Source: an optimization exercise on an open RTL-to-GDS flow (aim: small area). Production flows keep margins and buffers that such runs may drop. Only simulation tests tie the RTL to the original design; equivalence was not proved. No activity file was given, so power comes from the tool's default toggle rates. No driver is modelled on the clock port, so clocking that relies on it looks cheaper here than on a real chip.

## run 1
## fc_output_collector
module fc_output_collector #(
    parameter int N_NEURONS = fc_output_collector_pkg::N_HIDDEN,
    parameter int DATA_W    = fc_output_collector_pkg::DATA_W_DEF,
    parameter bit RELU_EN   = 1'b1,
    parameter int CNT_W     = fc_output_collector_pkg::CNT_W_DEF
) (
    input  logic                  clk,
    input  logic                  reset,
    input  logic [DATA_W-1:0]     s_data,
    input  logic                  s_valid,
    input  logic                  s_done,
    output logic                  m_start,
    output logic [DATA_W-1:0]     m_data,
    output logic                  m_valid,
    output logic                  frame_done,
    output logic                  busy,
    output logic                  err_short,
    output logic                  err_drop
);
Size in the first run: about 4400 cells after synthesis, ~2000 flip-flops, about 42 I/O pins, about 54000 µm² of cells after synthesis.
clock: 4.0 ns
lec_check: 0
cap_margin: 20
core_margin: 2
core_utilization: 60
slew_margin: 20
standard.sh (not shown) runs the stock make flow with config.mk's settings and CLKGATE_MAP_FILE= SYNTH_SCRIPT=/design/flow/synth_recipe.tcl, a recipe that flattens the netlist after the stock synthesis.
==> flow/flow/run.sh <==
#!/bin/bash
# Layout flow: the standard ORFS flow (standard.sh) with these changes:
# - port buffers use the smallest buffer cell;
# - after global placement, flow/fanout_tree.tcl rebuilds the buffer trees of
#   the two shift-register control nets as one level of clustered buf_4s;
# - clock tree synthesis uses larger sink clusters of clkbuf_16 and inserts
#   no dummy loads.
# make's output goes to orfs_make.log; each ORFS step logs under orfs/logs.
set -euo pipefail
HERE=$(pwd)
CTS="-sink_clustering_enable -repair_clock_nets -sink_clustering_size 36 -sink_clustering_max_diameter 80 -buf_list sky130_fd_sc_hd__clkbuf_16 -dont_use_dummy_load"
bash standard.sh \
  "BUFFER_PORTS_ARGS=-buffer_cell sky130_fd_sc_hd__buf_1" \
  "POST_GLOBAL_PLACE_TCL=$HERE/flow/fanout_tree.tcl" \
  "CTS_ARGS=$CTS" \
  finish > orfs_make.log 2>&1
Other scripts of this flow, unchanged in this note and not shown: flow/flow/fanout_tree.tcl
The following lists how run 2 was set up differently from run 1:
-- flow/flow/run.sh --
<<< run 1, line 9
set -euo pipefail
HERE=$(pwd)
CTS="-sink_clustering_enable -repair_clock_nets -sink_clustering_size 36 -sink_clustering_max_diameter 80 -buf_list sky130_fd_sc_hd__clkbuf_16 -dont_use_dummy_load"
bash standard.sh \
  "BUFFER_PORTS_ARGS=-buffer_cell sky130_fd_sc_hd__buf_1" \
>>> run 2, line 9
set -euo pipefail
HERE=$(pwd)
CTS="-sink_clustering_enable -repair_clock_nets -sink_clustering_size 11 -sink_clustering_max_diameter 60 -buf_list sky130_fd_sc_hd__clkbuf_4 -dont_use_dummy_load"
bash standard.sh \
  "BUFFER_PORTS_ARGS=-buffer_cell sky130_fd_sc_hd__buf_1" \
### Flow results
Summary: with run 1 as the reference, first-iteration DRC count in run 2 moved down by a few percent.
Row global-route usage: run 2 higher / run 1 lower
Run comparison: run 2 kind of path behind the tightest hold check in2reg; run 1 kind of path behind the tightest hold check in2async
Power per unit of standard cell area, run 2 vs run 1: down slightly
Run 2 against run 1: design area now sits at about the same level, number of standard cells in the layout, taps in and fillers out shows an increase of 160, portion of the clock cycle consumed by the worst path in the final layout went up by 9.7 points, met1 track utilization from global routing increased by 0.41 points relative to the old numbers, actual transition at the worst max-transition pin flat.
Re half-perimeter wire length of the detailed placement result: no difference whatsoever between run 1 and run 2.
From run 1 to run 2 the numbers moved as follows: part of the total power dissipated in the clock network decreased by 0.7 points relative to the old numbers, final worst-path setup slack decreased by 0.39 ns relative to the old numbers.
diff inputs: run 2 => run 3
-- flow/flow/run.sh --
<<< run 2, line 9
set -euo pipefail
HERE=$(pwd)
CTS="-sink_clustering_enable -repair_clock_nets -sink_clustering_size 11 -sink_clustering_max_diameter 60 -buf_list sky130_fd_sc_hd__clkbuf_4 -dont_use_dummy_load"
bash standard.sh \
  "BUFFER_PORTS_ARGS=-buffer_cell sky130_fd_sc_hd__buf_1" \
>>> run 3, line 9
set -euo pipefail
HERE=$(pwd)
CTS="-sink_clustering_enable -repair_clock_nets -sink_clustering_size 35 -sink_clustering_max_diameter 80 -buf_list sky130_fd_sc_hd__clkbuf_16 -dont_use_dummy_load"
bash standard.sh \
  "BUFFER_PORTS_ARGS=-buffer_cell sky130_fd_sc_hd__buf_1" \
Findings:
Synthesis-to-layout area growth essentially unchanged between run 3 and run 2.
From run 2 to run 3 the numbers moved as follows: routed wire length went down 2200 µm, insertion delay to the later sink of the worst-skew pair went down 0.39 ns.
Against run 2, run 3 comes in 1 lower on depth of the CTS H-tree.
Fraction of the cycle the final worst path needs: higher on run 2
Run 2 → run 3: final critical-path setup slack moved up, number of distinct library cells after synthesis level.
Run 3 -> run 2: sequential power flat
In run 3 the instance count on the critical path turned out 2 higher than in run 2.
Row DRC marker count from the first detailed-route iteration: run 3 higher / run 2 lower
#### Input delta (run 4 over run 3)
-- flow/flow/run.sh --
<<< run 3, line 9
set -euo pipefail
HERE=$(pwd)
CTS="-sink_clustering_enable -repair_clock_nets -sink_clustering_size 35 -sink_clustering_max_diameter 80 -buf_list sky130_fd_sc_hd__clkbuf_16 -dont_use_dummy_load"
bash standard.sh \
  "BUFFER_PORTS_ARGS=-buffer_cell sky130_fd_sc_hd__buf_1" \
>>> run 4, line 9
set -euo pipefail
HERE=$(pwd)
CTS="-sink_clustering_enable -repair_clock_nets -sink_clustering_size 20 -sink_clustering_max_diameter 80 -buf_list sky130_fd_sc_hd__clkbuf_8 -dont_use_dummy_load"
bash standard.sh \
  "BUFFER_PORTS_ARGS=-buffer_cell sky130_fd_sc_hd__buf_1" \
Findings:
Run 4 vs run 3: cell count up slightly. Compared with run 3, run 4 shows a higher global-route usage over all layers. The higher sequential portion of the cell area of run 3 and run 4 is in run 4. [compare] base=run 3 new=run 4: total vias in the final route moved up, design area roughly the same, total power draw down about 1.6%, clock power share fell by 1.2 points. | data-path buffer share of cell area in the final layout | run 4 vs run 3 | ≈ equal |.


onyx:
The RTL this note starts from:
==> flow/design.v <==
package fc_output_collector_pkg;
    localparam int N_HIDDEN   = 128;
    localparam int DATA_W_DEF = 16;
    localparam int CNT_W_DEF  = 8;
endpackage
module fc_output_collector_act_buffer #(
    parameter int DEPTH  = 128,
    parameter int DATA_W = 15
) (
    input  logic              clk,
    input  logic              shift,
    input  logic              shift_n,
    input  logic              par,
    input  logic [DATA_W-1:0] din,
    output logic [DATA_W-1:0] dout
);
    logic [DATA_W-1:0] in_r;
    logic [DATA_W-1:0] sr_r [1:DEPTH-1];
    always_ff @(posedge clk) begin
        in_r <= din;
    end
    always_ff @(posedge clk) begin
        sr_r[1] <= ~((({DATA_W{par}} ^ in_r) | {DATA_W{shift_n}}) & (sr_r[1] | {DATA_W{shift}}));
    end
    for (genvar i = 2; i < DEPTH; i++) begin : g_stage
        always_ff @(posedge clk) begin
            sr_r[i] <= ~((sr_r[i-1] | {DATA_W{shift_n}}) & (sr_r[i] | {DATA_W{shift}}));
        end
    end
    assign dout = sr_r[DEPTH-1] ^ {DATA_W{par}};
endmodule
module fc_output_collector #(
    parameter int N_NEURONS = fc_output_collector_pkg::N_HIDDEN,
    parameter int DATA_W    = fc_output_collector_pkg::DATA_W_DEF,
    parameter bit RELU_EN   = 1'b1,
    parameter int CNT_W     = fc_output_collector_pkg::CNT_W_DEF
) (
    input  logic                  clk,
    input  logic                  reset,
    input  logic [DATA_W-1:0]     s_data,
    input  logic                  s_valid,
    input  logic                  s_done,
    output logic                  m_start,
    output logic [DATA_W-1:0]     m_data,
    output logic                  m_valid,
    output logic                  frame_done,
    output logic                  busy,
    output logic                  err_short,
    output logic                  err_drop
);
    localparam int IDX_W = (N_NEURONS > 1) ? $clog2(N_NEURONS) : 1;
    localparam int MEM_W = RELU_EN ? DATA_W - 1 : DATA_W;
    logic [IDX_W-1:0]  idx_r;
    logic              last_s;
    logic              we_s;
    logic              complete_s;
    logic              abort_s;
    logic              next_valid_s;
    logic [MEM_W-1:0]  wdata_s;
    logic [MEM_W-1:0]  rdata_s;
    logic              shift_r;
    logic              shift_n_r;
    logic              par_r;
    logic              m_start_r;
    logic [MEM_W-1:0]  m_data_r;
    logic              m_valid_r;
    logic              frame_done_r;
    logic              busy_r;
    logic              err_short_r;
    logic              err_drop_r;
    assign last_s       = (idx_r == IDX_W'(N_NEURONS - 1));
    assign we_s         = !busy_r && s_valid;
    assign complete_s   = we_s && last_s;
    assign abort_s      = !busy_r && s_done && !complete_s && (idx_r != '0);
    assign next_valid_s = m_start_r || (m_valid_r && !last_s);
    if (RELU_EN) begin : g_relu
        assign wdata_s = s_data[DATA_W-1] ? '0 : s_data[MEM_W-1:0];
    end else begin : g_norelu
        assign wdata_s = s_data;
    end
    fc_output_collector_act_buffer #(
        .DEPTH  (N_NEURONS),
        .DATA_W (MEM_W)
    ) u_act_buffer (
        .clk     (clk),
        .shift   (shift_r),
        .shift_n (shift_n_r),
        .par     (par_r),
        .din     (wdata_s),
        .dout    (rdata_s)
    );
    always_ff @(posedge clk or negedge reset) begin
        if (!reset) begin
            shift_r   <= 1'b0;
            shift_n_r <= 1'b1;
            par_r     <= 1'b0;
        end else begin
            shift_r   <= s_valid || busy_r;
            shift_n_r <= !(s_valid || busy_r);
            par_r     <= !par_r;
        end
    end
    always_ff @(posedge clk or negedge reset) begin
        if (!reset) begin
            idx_r        <= '0;
            m_start_r    <= 1'b0;
            m_data_r     <= '0;
            m_valid_r    <= 1'b0;
            frame_done_r <= 1'b0;
            busy_r       <= 1'b0;
            err_short_r  <= 1'b0;
            err_drop_r   <= 1'b0;
        end else begin
            if (abort_s) begin
                idx_r <= '0;
            end else if (we_s || m_valid_r) begin
                idx_r <= idx_r + 1'b1;
            end
            m_start_r    <= complete_s;
            m_valid_r    <= next_valid_s;
            m_data_r     <= next_valid_s ? rdata_s : '0;
            frame_done_r <= m_valid_r && last_s;
            busy_r       <= complete_s || (busy_r && !frame_done_r);
            err_short_r  <= err_short_r || abort_s;
            err_drop_r   <= err_drop_r || (busy_r && s_valid);
        end
    end
    assign m_start    = m_start_r;
    assign m_data     = {{(DATA_W-MEM_W){1'b0}}, m_data_r};
    assign m_valid    = m_valid_r;
    assign frame_done = frame_done_r;
    assign busy       = busy_r;
    assign err_short  = err_short_r;
    assign err_drop   = err_drop_r;
endmodule
Settings: LEC_CHECK=0, CAP_MARGIN=20, CORE_MARGIN=2, CORE_UTILIZATION=70, CTS_BUF_LIST=sky130_fd_sc_hd__clkbuf_16, CTS_CLUSTER_DIAMETER=80, CTS_CLUSTER_SIZE=30, SLEW_MARGIN=20; clock period 4.0 ns.
==> flow/flow/run.sh <==
#!/bin/bash
# Layout flow: the standard ORFS flow (standard.sh) with two changes:
# port buffers use the smallest buffer cell, and clock tree synthesis uses
# larger sink clusters of clkbuf_16 and inserts no dummy loads.
set -euo pipefail
CTS="-sink_clustering_enable -repair_clock_nets -sink_clustering_size 36 -sink_clustering_max_diameter 60 -buf_list sky130_fd_sc_hd__clkbuf_16 -dont_use_dummy_load"
bash standard.sh \
  "BUFFER_PORTS_ARGS=-buffer_cell sky130_fd_sc_hd__buf_1" \
  "CTS_ARGS=$CTS" \
  finish > orfs_make.log 2>&1
[inputs] lagoon vs onyx
Settings: CORE_UTILIZATION changed from 70 to 60; CTS_CLUSTER_SIZE removed (was 30); CTS_BUF_LIST removed (was sky130_fd_sc_hd__clkbuf_16); CTS_CLUSTER_DIAMETER removed (was 80).
==> flow/flow/run.sh <==
#!/bin/bash
# Layout flow: the standard ORFS flow (standard.sh) with these changes:
# port buffers use the smallest buffer cell; clock tree synthesis uses
# larger sink clusters of clkbuf_16 and inserts no dummy loads; global
# placement is not timing driven, and synthesis buffers are removed before it
# so that the resize step buffers the design.
set -euo pipefail
HERE=$(pwd)
CTS="-sink_clustering_enable -repair_clock_nets -sink_clustering_size 36 -sink_clustering_max_diameter 80 -buf_list sky130_fd_sc_hd__clkbuf_16 -dont_use_dummy_load"
bash standard.sh \
  "BUFFER_PORTS_ARGS=-buffer_cell sky130_fd_sc_hd__buf_1" \
  "CTS_ARGS=$CTS" \
  "GPL_TIMING_DRIVEN=0" \
  "PRE_GLOBAL_PLACE_TCL=$HERE/flow/pre_gpl.tcl" \
  finish > orfs_make.log 2>&1
==> flow/flow/pre_gpl.tcl (new file) <==
remove_buffers
Notes after the runs:
lagoon closes out successfully: all stages finished, all timing, DRC and antenna checks passed. For the clock period minus final worst setup slack, lagoon came in 1.48 ns higher than onyx did. Final area on lagoon is behind onyx. Critical path depth in cells: higher on lagoon. Between onyx and lagoon, the final period utilization is lower for onyx. Delta(post-layout total power, lagoon - onyx) < 0. lagoon vs onyx — global-route wire length before repair dropped by a few percent. Diff onyx -> lagoon: met1 routing resource usage after global routing decreased by 5.3 points relative to the old numbers; number of clock buffer instances in the layout fell 29%.
The following lists how amber was set up differently from lagoon:
Settings: CTS_CLUSTER_SIZE newly set to 30; CTS_BUF_LIST newly set to sky130_fd_sc_hd__clkbuf_16; CORE_UTILIZATION changed from 60 to 40; CTS_CLUSTER_DIAMETER newly set to 80.
==> flow/run.sh (new file) <==
#!/bin/bash
# synth_recipe.tcl (not shown) runs the flow's synth.tcl, then flattens the netlist and writes it again
# the make line also repeats each setting of config.mk as NAME=value (left out here)
make -C /OpenROAD-flow-scripts/flow DESIGN_CONFIG=/design/flow/config.mk WORK_HOME=/design/flow/orfs CLKGATE_MAP_FILE= SYNTH_SCRIPT=/design/flow/synth_recipe.tcl finish
removed: flow/flow/run.sh
removed: flow/flow/pre_gpl.tcl
removed: flow/standard.sh
Findings:
Reported for lagoon and amber, number of antenna violations at the first check in global routing turned out identical to the last digit.
amber against lagoon; internal power component is up by a few percent.
In amber relative to lagoon, maximum number of pins on one net before global-route repair had gone up by more than 100%.
The run showing the smaller cell area is lagoon.
The utilization in amber sits 21 points below the value recorded for lagoon.
Capturing element of the worst setup path = busy: amber; capturing element of the worst setup path = u_act_buffer.sr_r[47][1]: lagoon
Compared to lagoon, amber shows a wider setup margin.
What nickel does differently from amber at the input level:
Settings: CORE_UTILIZATION changed from 40 to 70.
==> flow/flow/run.sh (new file) <==
#!/bin/bash
# Layout flow: the standard ORFS flow (standard.sh) with two changes:
# port buffers use the smallest buffer cell, and clock tree synthesis uses
# larger sink clusters of clkbuf_16 and inserts no dummy loads.
set -euo pipefail
CTS="-sink_clustering_enable -repair_clock_nets -sink_clustering_size 40 -sink_clustering_max_diameter 50 -buf_list sky130_fd_sc_hd__clkbuf_16 -dont_use_dummy_load"
bash standard.sh \
  "BUFFER_PORTS_ARGS=-buffer_cell sky130_fd_sc_hd__buf_1" \
  "CTS_ARGS=$CTS" \
  finish > orfs_make.log 2>&1
==> flow/standard.sh (new file) <==
#!/bin/bash
# synth_recipe.tcl (not shown) runs the flow's synth.tcl, then flattens the netlist and writes it again
# the make line also repeats each setting of config.mk as NAME=value (left out here)
make -C /OpenROAD-flow-scripts/flow DESIGN_CONFIG=/design/flow/config.mk WORK_HOME=/design/flow/orfs CLKGATE_MAP_FILE= SYNTH_SCRIPT=/design/flow/synth_recipe.tcl "${@:-finish}"
removed: flow/run.sh
[summary]
Re post-layout net count: nickel is 78 up on amber. Diff amber -> nickel: layout filler cell count saw a decrease; number of instances resized during post-cts repair saw little to no change; global-route usage saw an increase. Summary of the comparison: layout overhead on the synthesized area is higher in nickel, relative to amber. When nickel is measured against amber, its pin count of the biggest net entering global routing turns out 5 lower. Critical path depth (higher): nickel. Run comparison: amber library cell contributing the largest single delay on the critical path sky130_fd_sc_hd__clkdlybuf4s50_1; nickel library cell contributing the largest single delay on the critical path sky130_fd_sc_hd__dfstp_4. Side by side, proportion of power drawn by the clock network turned out higher in nickel than in amber. nickel finished all stages; the layout is clean. Combinational share of power: nickel vs amber down 0.4 points.

## static timing again, ports no longer ideal
In the flow no input, the clock included, has a driving cell. The finished layouts below were timed again as built, in two steps.
Step 1 (the two cells are an assumption about what drives the block):
set clk [get_ports {clk}]
set_driving_cell -lib_cell sky130_fd_sc_hd__clkbuf_16 $clk
set_driving_cell -lib_cell sky130_fd_sc_hd__buf_2 [delete_from_list [all_inputs] $clk]
Step 2 moves the port delays by t, midway between the first and last clock arrival at a register: inputs arrive t later, outputs are due t later. That takes back most of the time a late clock gives input paths.
Slacks: ideal ports / drivers / drivers and shift; pairs: ideal ports / drivers.
run	shift t [ns]	setup slack, ns	worst register clock-pin slew, ns
run 1	0.742	1.806 / 1.742 / 1.821	0.13 / 0.13
run 2	1.106	1.420 / 1.358 / 1.512	0.12 / 0.12
run 3	0.696	1.855 / 1.812 / 1.855	0.12 / 0.12
run 4	0.829	1.723 / 1.657 / 1.877	0.12 / 0.12
onyx	0.699	1.783 / 1.783 / 1.783	0.12 / 0.12
lagoon	0.719	0.307 / 0.307 / 0.307	0.12 / 0.12
amber	0.722	1.410 / 1.340 / 1.705	0.11 / 0.11
nickel	0.758	1.842 / 1.776 / 1.842	0.10 / 0.10
After both steps every run listed still meets setup and hold.
